What follows belongs to an exercise in optimizing a design on an open flow for small area, a short achievable clock period and few clock cycles per item; a production flow would make more cautious choices. Function was checked by simulation only, so behaviour that the tests miss may differ from the original. The flow treats the clock pin as an ideal source, which a real chip does not have. Power is estimated from default activity; no workload was simulated.

==> flow/design.v <==
package imem_pkg;
  localparam int INSTR_W = 32;
  localparam logic [INSTR_W-1:0] IMEM_NOP_WORD = 32'h0000_0013;
  typedef enum logic {
    IMEM_INIT = 1'b0,
    IMEM_RUN  = 1'b1
  } imem_state_e;
  typedef enum logic [1:0] {
    FAULT_NONE       = 2'd0,
    FAULT_MISALIGNED = 2'd1,
    FAULT_RANGE      = 2'd2
  } fault_reason_e;
  function automatic logic [1:0] fetch_fault_reason(input logic [31:0] pc,
                                                     input int          aw);
    if (pc[1:0] != 2'b00) begin
      fetch_fault_reason = imem_pkg::FAULT_MISALIGNED;
    end else if ((pc >> (aw + 2)) != 32'd0) begin
      fetch_fault_reason = imem_pkg::FAULT_RANGE;
    end else begin
      fetch_fault_reason = imem_pkg::FAULT_NONE;
    end
  endfunction
endpackage
module imem_ao8 (
  input  logic [7:0] d,
  input  logic [7:0] sel,
  output logic       y
);
  assign y = |(d & sel);
endmodule
module imem_rd_bit (
  input  logic [63:0] d,
  input  logic [7:0]  sel_lo,
  input  logic [7:0]  sel_hi,
  output logic        y
);
  logic [7:0] u;    
  for (genvar g = 0; g < 8; g++) begin : g_grp
    imem_ao8 u_g (.d(d[8*g +: 8]), .sel(sel_lo), .y(u[g]));
  end
  imem_ao8 u_y (.d(u), .sel(sel_hi), .y(y));
endmodule
module imem_ram
#(
  parameter  int DEPTH = 64,
  parameter  logic [imem_pkg::INSTR_W-1:0] FILL_WORD = imem_pkg::IMEM_NOP_WORD,
  parameter  int NLO   = 8,
  localparam int AW    = $clog2(DEPTH)
) (
  input  logic               clk,
  input  logic               fill,
  input  logic               we,
  input  logic [AW-1:0]      waddr,
  input  logic [imem_pkg::INSTR_W-1:0] wdata,
  input  logic [8*NLO-1:0]   sel_lo,
  input  logic [7:0]         sel_hi,
  output logic [imem_pkg::INSTR_W-1:0] rdata
);
  logic [imem_pkg::INSTR_W-1:0] mem [DEPTH];
  logic [imem_pkg::INSTR_W-1:0] wdata_eff;
  logic [DEPTH-1:0]             wen;
  assign wdata_eff = fill ? FILL_WORD : wdata;
  always_comb begin
    for (int w = 0; w < DEPTH; w++) begin
      wen[w] = fill || (we && waddr == AW'(w));
    end
  end
  always_ff @(posedge clk) begin
    for (int w = 0; w < DEPTH; w++) begin
      if (wen[w]) begin
        mem[w] <= wdata_eff;
      end
    end
  end
  for (genvar b = 0; b < imem_pkg::INSTR_W; b++) begin : g_rd
    logic [DEPTH-1:0] col;
    for (genvar w = 0; w < DEPTH; w++) begin : g_col
      assign col[w] = mem[w][b];
    end
    imem_rd_bit u_bit (
      .d      (col),
      .sel_lo (sel_lo[8*(b/(imem_pkg::INSTR_W/NLO)) +: 8]),
      .sel_hi (sel_hi),
      .y      (rdata[b])
    );
  end
endmodule
module imem_oreg
#(
  parameter int W = 33
) (
  input  logic         clk,
  input  logic [W-1:0] d,
  output logic [W-1:0] q
);
  always_ff @(posedge clk) begin
    q <= d;
  end
endmodule
module imem_and3 (
  input  logic [2:0] a,
  output logic       y
);
  assign y = &a;
endmodule
module imem_dec3 (
  input  logic [2:0] a,
  output logic [7:0] y
);
  for (genvar i = 0; i < 8; i++) begin : g_out
    imem_and3 u_and (
      .a ({i[2] ? a[2] : !a[2], i[1] ? a[1] : !a[1], i[0] ? a[0] : !a[0]}),
      .y (y[i])
    );
  end
endmodule
module instr_mem_fetch
#(
  parameter  int                 DEPTH    = 64,
  parameter  logic [imem_pkg::INSTR_W-1:0] NOP_WORD = imem_pkg::IMEM_NOP_WORD,
  localparam int                 AW       = $clog2(DEPTH),
  localparam int                 NLO      = 8
) (
  input  logic               clk,
  input  logic               reset,
  output logic               init_done,
  input  logic               load_en,
  input  logic [AW-1:0]      load_addr,
  input  logic [imem_pkg::INSTR_W-1:0] load_data,
  input  logic               fetch_req_valid,
  output logic               fetch_req_ready,
  input  logic [31:0]        fetch_pc,
  output logic               fetch_rsp_valid,
  input  logic               fetch_rsp_ready,
  output logic [imem_pkg::INSTR_W-1:0] fetch_instr,
  output logic               fetch_fault
);
  localparam int RW = imem_pkg::INSTR_W + 1;    
  logic                         ready_q;
  logic                         rd_v, rd_f;
  logic [imem_pkg::INSTR_W-1:0] rd_d;
  logic [2:0]                   q_v;
  logic [RW-1:0]                q_d [3];
  logic [RW-1:0]                out_q;
  logic [1:0]                   flags_q;
  logic [imem_pkg::INSTR_W-1:0] ram_rdata;
  logic                         req_fault;
  logic [RW-1:0]                rd_rsp;
  logic                         accept, pop;
  logic [2:0]                   q_v_next;
  logic [RW-1:0]                q_d_next [3];
  logic                         ready_next;
  assign req_fault = (imem_pkg::fetch_fault_reason(fetch_pc, AW) != imem_pkg::FAULT_NONE);
  logic [8*NLO-1:0] sel_lo;
  logic [7:0]       sel_hi;
  for (genvar c = 0; c < NLO; c++) begin : g_dec_lo
    imem_dec3 u_dec (.a(fetch_pc[4:2]), .y(sel_lo[8*c +: 8]));
  end
  imem_dec3 u_dec_hi (.a(fetch_pc[7:5]), .y(sel_hi));
  imem_ram #(
    .DEPTH     (DEPTH),
    .FILL_WORD (NOP_WORD),
    .NLO       (NLO)
  ) u_ram (
    .clk    (clk),
    .fill   (reset),
    .we     (load_en),
    .waddr  (load_addr),
    .wdata  (load_data),
    .sel_lo (sel_lo),
    .sel_hi (sel_hi),
    .rdata  (ram_rdata)
  );
  assign accept = fetch_req_valid && ready_q;
  assign pop    = q_v[0] && fetch_rsp_ready;
  assign rd_rsp = {rd_f, rd_f ? NOP_WORD : rd_d};
  always_comb begin
    logic [2:0] v;
    v = pop ? {1'b0, q_v[2:1]} : q_v;
    for (int i = 0; i < 3; i++) begin
      q_d_next[i] = (pop && i < 2) ? q_d[i+1] : q_d[i];
    end
    for (int i = 0; i < 3; i++) begin
      if (rd_v && !v[i] && (i == 0 || v[i-1])) begin
        q_d_next[i] = rd_rsp;
      end
    end
    q_v_next = {v[2] || (rd_v && v[1]), v[1] || (rd_v && v[0]), v[0] || rd_v};
  end
  assign ready_next = init_done && !q_v_next[2] && !(q_v_next[1] && accept);
  always_ff @(posedge clk) begin
    if (reset) begin
      init_done <= 1'b0;
      ready_q   <= 1'b0;
      rd_v      <= 1'b0;
      q_v       <= '0;
    end else begin
      init_done <= 1'b1;
      ready_q   <= ready_next;
      rd_v      <= accept;
      q_v       <= q_v_next;
    end
  end
  always_ff @(posedge clk) begin
    rd_d <= ram_rdata;
    rd_f <= req_fault;
    for (int i = 0; i < 3; i++) begin
      q_d[i] <= q_d_next[i];
    end
  end
  imem_oreg #(.W(RW)) u_oreg (
    .clk (clk),
    .d   (q_d_next[0]),
    .q   (out_q)
  );
  imem_oreg #(.W(2)) u_oflags (
    .clk (clk),
    .d   (reset ? 2'b00 : {q_v_next[0], ready_next}),
    .q   (flags_q)
  );
  assign fetch_req_ready = flags_q[0];
  assign fetch_rsp_valid = flags_q[1];
  assign fetch_fault     = out_q[imem_pkg::INSTR_W];
  assign fetch_instr     = out_q[imem_pkg::INSTR_W-1:0];
endmodule
export LEC_CHECK = 0
export CAP_MARGIN = 20
export CORE_MARGIN = 2
export CORE_UTILIZATION = 78
export CTS_CLUSTER_DIAMETER = 80
export CTS_CLUSTER_SIZE = 30
export SETUP_SLACK_MARGIN = 1.0
export SLEW_MARGIN = 20
export SYNTH_HIERARCHICAL = 1
export TNS_END_PERCENT = 0
create_clock -name core_clock -period 3.2 [get_ports {clk}]
standard.sh (not shown) runs the stock make flow with config.mk's settings and CLKGATE_MAP_FILE= SYNTH_SCRIPT=/design/flow/synth_recipe.tcl, a recipe that flattens the netlist after the stock synthesis.
==> flow/flow/run.sh <==
#!/bin/bash
# Layout flow: the standard flow (standard.sh: the standard synthesis and
# the ORFS steps) with these changes to how the layout is made:
#   - the input and output ports get buf_4 buffers rather than the delay-cell
#     buffers ORFS picks by default;
#   - the resizer may swap a cell for one of another footprint at every step
#     (MATCH_CELL_FOOTPRINT=0);
#   - after CTS, post_cts.tcl upsizes the cells on the worst setup paths one
#     drive strength at a time (gsize.tcl) and legalizes the placement;
#   - after global routing, post_grt.tcl does the same with global-route
#     parasitics and re-routes the changed nets incrementally.
# Everything else (synthesis, floorplan, power grid, taps, CTS, routing) is
# the standard flow's. Each step's full output goes to its own log file in
# orfs/logs; the make output goes to flow_make.log here.
set -euo pipefail
here="$(cd "$(dirname "$0")" && pwd)"
bash standard.sh \
  MATCH_CELL_FOOTPRINT=0 \
  "BUFFER_PORTS_ARGS=-buffer_cell sky130_fd_sc_hd__buf_4" \
  "POST_CTS_TCL=$here/post_cts.tcl" \
  "POST_GLOBAL_ROUTE_TCL=$here/post_grt.tcl" \
  finish > flow_make.log 2>&1
==> flow/flow/gsize.tcl <==
# Greedy upsizing of the cells on the worst setup paths. Sourced as an ORFS
# step hook: each round takes the worst path and, for every cell driving a net
# on it, tries each larger drive strength of the same cell and keeps the one
# that most improves that path's endpoint slack, if any does. Flip-flops keep their cell type
# (only the drive strength changes); clock buffers are left alone. The
# placement is legalized again at the end.
proc gs_bigger {master} {
  if {![regexp {^(sky130_fd_sc_hd__[a-z0-9]+)_(\d+)$} $master -> base n]} { return {} }
  set res {}
  foreach c [get_lib_cells ${base}_*] {
    set nm [get_name $c]
    if {[regexp "^${base}_(\\d+)\$" $nm -> m] && $m > $n} { lappend res [list $m $nm] }
  }
  set out {}
  foreach r [lsort -integer -index 0 $res] { lappend out [lindex $r 1] }
  return $out
}

proc gs_ep_slack {ep} {
  set pe [lindex [find_timing_paths -path_delay max -to $ep -group_path_count 1] 0]
  return [get_property $pe slack]
}

proc gs_run {max_rounds {parasitics placement}} {
  estimate_parasitics -$parasitics
  set swaps 0
  set start [sta::worst_slack -max]
  for {set r 0} {$r < $max_rounds} {incr r} {
    set pe [lindex [find_timing_paths -path_delay max -group_path_count 1 -sort_by_slack] 0]
    set ep [get_property $pe endpoint]
    set best [get_property $pe slack]
    set improved 0
    foreach p [get_property $pe points] {
      set pin [get_property $p pin]
      if {[get_property $pin direction] ne "output"} continue
      if {[catch {set inst [get_cells -of_objects $pin]}] || $inst eq ""} continue
      set master [get_property $inst ref_name]
      if {[string match *clkbuf* $master] || [string match *clkinv* $master]} continue
      set keep $master
      foreach cand [gs_bigger $master] {
        replace_cell $inst $cand
        set s [gs_ep_slack $ep]
        if {$s > $best + 0.001} {
          set best $s
          set keep $cand
        }
      }
      if {$keep ne [get_property $inst ref_name]} {
        replace_cell $inst $keep
      }
      if {$keep ne $master} {
        set improved 1
        incr swaps
      }
    }
    if {!$improved} { break }
  }
  puts "gsize: $swaps swaps in $r rounds, worst slack [format %.3f $start] -> [format %.3f [sta::worst_slack -max]]"
}
==> flow/flow/post_cts.tcl <==
# POST_CTS hook: greedy upsizing along the worst setup paths (gsize.tcl) and
# another pass of the resizer's repair_timing aimed past the current worst
# slack, then legalize the placement again; three rounds, since legalizing
# moves cells.
source [file join [file dirname [info script]] gsize.tcl]
set_propagated_clock [all_clocks]
for {set i 0} {$i < 3} {incr i} {
  gs_run 400
  estimate_parasitics -placement
  repair_timing -setup -setup_margin 1.6 -repair_tns 0 -max_passes 200
  detailed_placement
  estimate_parasitics -placement
  puts "post_cts round $i: worst setup slack [format %.3f [sta::worst_slack -max]]"
}
check_placement -verbose
puts "post_cts: worst setup slack [format %.3f [sta::worst_slack -max]], worst hold slack [format %.3f [sta::worst_slack -min]]"
==> flow/flow/post_grt.tcl <==
# POST_GLOBAL_ROUTE hook: greedy upsizing along the worst setup paths with
# global-route parasitics (gsize.tcl), legalizing and re-routing the changed
# nets incrementally; three rounds, since legalizing moves cells. Then the
# route guides are written again.
source [file join [file dirname [info script]] gsize.tcl]
set_propagated_clock [all_clocks]
for {set i 0} {$i < 3} {incr i} {
  global_route -start_incremental
  gs_run 400 global_routing
  detailed_placement
  global_route -end_incremental
  estimate_parasitics -global_routing
  puts "post_grt round $i: worst setup slack [format %.3f [sta::worst_slack -max]]"
}
check_placement -verbose
write_guides $::env(RESULTS_DIR)/route.guide
puts "post_grt: worst setup slack [format %.3f [sta::worst_slack -max]], worst hold slack [format %.3f [sta::worst_slack -min]]"
Testbench counts at the start, summed over its fixed seeds: cycles 18,356, fetches 16,000.
Then changed:
--- a/flow/flow/gsize.tcl
+++ b/flow/flow/gsize.tcl
@@ -1,6 +1,6 @@
 # Greedy upsizing of the cells on the worst setup paths. Sourced as an ORFS
 # step hook: each round takes the worst path and, for every cell driving a net
-# on it, tries each larger drive strength of the same cell and keeps the one
-# that most improves that path's endpoint slack, if any does. Flip-flops keep their cell type
+# on it, tries the next larger drive strength of the same cell, keeping a swap
+# only if that path's endpoint slack improves. Flip-flops keep their cell type
 # (only the drive strength changes); clock buffers are left alone. The
 # placement is legalized again at the end.
@@ -37,5 +37,4 @@
       set master [get_property $inst ref_name]
       if {[string match *clkbuf* $master] || [string match *clkinv* $master]} continue
-      set keep $master
       foreach cand [gs_bigger $master] {
         replace_cell $inst $cand
@@ -43,13 +42,11 @@
         if {$s > $best + 0.001} {
           set best $s
-          set keep $cand
+          set master $cand
+          set improved 1
+          incr swaps
+        } else {
+          replace_cell $inst $master
+          break
         }
-      }
-      if {$keep ne [get_property $inst ref_name]} {
-        replace_cell $inst $keep
-      }
-      if {$keep ne $master} {
-        set improved 1
-        incr swaps
       }
     }
==> flow/flow/post_cts.tcl (replaced) <==
# POST_CTS hook: greedy upsizing along the worst setup paths (gsize.tcl), then
# legalize the placement again; three rounds, since legalizing moves cells.
source [file join [file dirname [info script]] gsize.tcl]
set_propagated_clock [all_clocks]
for {set i 0} {$i < 3} {incr i} {
  gs_run 400
  detailed_placement
  estimate_parasitics -placement
  puts "post_cts round $i: worst setup slack [format %.3f [sta::worst_slack -max]]"
}
check_placement -verbose
puts "post_cts: worst setup slack [format %.3f [sta::worst_slack -max]], worst hold slack [format %.3f [sta::worst_slack -min]]"
What happened: The new run completed with no timing, DRC or antenna violations; critical path depth stays the same; cell area is about the same; sequential cell count does not change; synthesized cell count stays the same; die area stays the same; sequential power barely changes.
Then changed:
--- a/flow/flow/run.sh
+++ b/flow/flow/run.sh
@@ -7,7 +7,5 @@
 #     (MATCH_CELL_FOOTPRINT=0);
 #   - after CTS, post_cts.tcl upsizes the cells on the worst setup paths one
-#     drive strength at a time (gsize.tcl) and legalizes the placement;
-#   - after global routing, post_grt.tcl does the same with global-route
-#     parasitics and re-routes the changed nets incrementally.
+#     drive strength at a time (gsize.tcl) and legalizes the placement.
 # Everything else (synthesis, floorplan, power grid, taps, CTS, routing) is
 # the standard flow's. Each step's full output goes to its own log file in
@@ -19,4 +17,3 @@
   "BUFFER_PORTS_ARGS=-buffer_cell sky130_fd_sc_hd__buf_4" \
   "POST_CTS_TCL=$here/post_cts.tcl" \
-  "POST_GLOBAL_ROUTE_TCL=$here/post_grt.tcl" \
   finish > flow_make.log 2>&1
--- a/flow/flow/gsize.tcl
+++ b/flow/flow/gsize.tcl
@@ -22,6 +22,6 @@
 }
 
-proc gs_run {max_rounds {parasitics placement}} {
-  estimate_parasitics -$parasitics
+proc gs_run {max_rounds} {
+  estimate_parasitics -placement
   set swaps 0
   set start [sta::worst_slack -max]
- CORE_UTILIZATION: 78 -> 62
removed: flow/flow/post_grt.tcl
Global-route usage shrinks by 8.4 points.
Hold slack gets worse by 13 ps.
Final area goes up by 0.94%.
Utilization decreases by 17 points.
Synthesized cell count is unchanged.
Then changed:
--- a/flow/flow/run.sh
+++ b/flow/flow/run.sh
@@ -7,5 +7,7 @@
 #     (MATCH_CELL_FOOTPRINT=0);
 #   - after CTS, post_cts.tcl upsizes the cells on the worst setup paths one
-#     drive strength at a time (gsize.tcl) and legalizes the placement.
+#     drive strength at a time (gsize.tcl) and legalizes the placement;
+#   - after global routing, post_grt.tcl does the same with global-route
+#     parasitics and re-routes the changed nets incrementally.
 # Everything else (synthesis, floorplan, power grid, taps, CTS, routing) is
 # the standard flow's. Each step's full output goes to its own log file in
@@ -17,3 +19,4 @@
   "BUFFER_PORTS_ARGS=-buffer_cell sky130_fd_sc_hd__buf_4" \
   "POST_CTS_TCL=$here/post_cts.tcl" \
+  "POST_GLOBAL_ROUTE_TCL=$here/post_grt.tcl" \
   finish > flow_make.log 2>&1
--- a/flow/flow/gsize.tcl
+++ b/flow/flow/gsize.tcl
@@ -22,6 +22,6 @@
 }
 
-proc gs_run {max_rounds} {
-  estimate_parasitics -placement
+proc gs_run {max_rounds {parasitics placement}} {
+  estimate_parasitics -$parasitics
   set swaps 0
   set start [sta::worst_slack -max]
==> flow/flow/post_grt.tcl (new file) <==
# POST_GLOBAL_ROUTE hook: greedy upsizing along the worst setup paths with
# global-route parasitics (gsize.tcl), legalizing and re-routing the changed
# nets incrementally; three rounds, since legalizing moves cells. Then the
# route guides are written again.
source [file join [file dirname [info script]] gsize.tcl]
set_propagated_clock [all_clocks]
for {set i 0} {$i < 3} {incr i} {
  global_route -start_incremental
  gs_run 400 global_routing
  detailed_placement
  global_route -end_incremental
  estimate_parasitics -global_routing
  puts "post_grt round $i: worst setup slack [format %.3f [sta::worst_slack -max]]"
}
check_placement -verbose
write_guides $::env(RESULTS_DIR)/route.guide
puts "post_grt: worst setup slack [format %.3f [sta::worst_slack -max]], worst hold slack [format %.3f [sta::worst_slack -min]]"
- CORE_UTILIZATION: 62 -> 70
After rerunning:
- design area is about the same
- setup slack improved by 75 ps
- synthesized cell count does not change
- worst hold slack improved by 14 ps
- sequential power barely changes
- non-clock buffer count goes down by 3
- routed wire length drops by about 3.5%
- die area is lower by about 11%
- total power goes down by 2.5%
- sequential share of layout area hardly moves
- clock power came out lower by about 10%

[separate check: timing with driven ports]
In the flow no input, the clock included, has a driving cell. The finished layouts below were timed again as built, in two steps. Step 1 sets driving cells, clkbuf_16 on the clock port and buf_2 on the other inputs (assumed; they add their load-dependent delay and slew). Step 2, shift: input delay + t, output delay - t, t = (earliest + latest rising clock arrival at the registers) / 2. This alone moves slack from input paths to output paths. Three values: no drivers, after step 1, after step 2; two values: the first two.
| run | shift t [ns] | setup slack, ns | clock arrival spread, ns |
|---|---|---|---|
| the first run | 0.796 | 1.229 / 1.211 / 0.415 | 0.048 / 0.049 |
| the second run | 0.786 | 1.230 / 1.206 / 0.420 | 0.035 / 0.035 |
| the third run | 0.819 | 1.156 / 1.185 / 0.366 | 0.038 / 0.038 |
| the fourth run | 0.788 | 1.231 / 1.209 / 0.421 | 0.024 / 0.024 |
After both steps setup and hold are still met in every run listed. The setup slack of the first run, which loses most, moves by -0.018 ns with the drivers and by -0.814 ns with both steps.
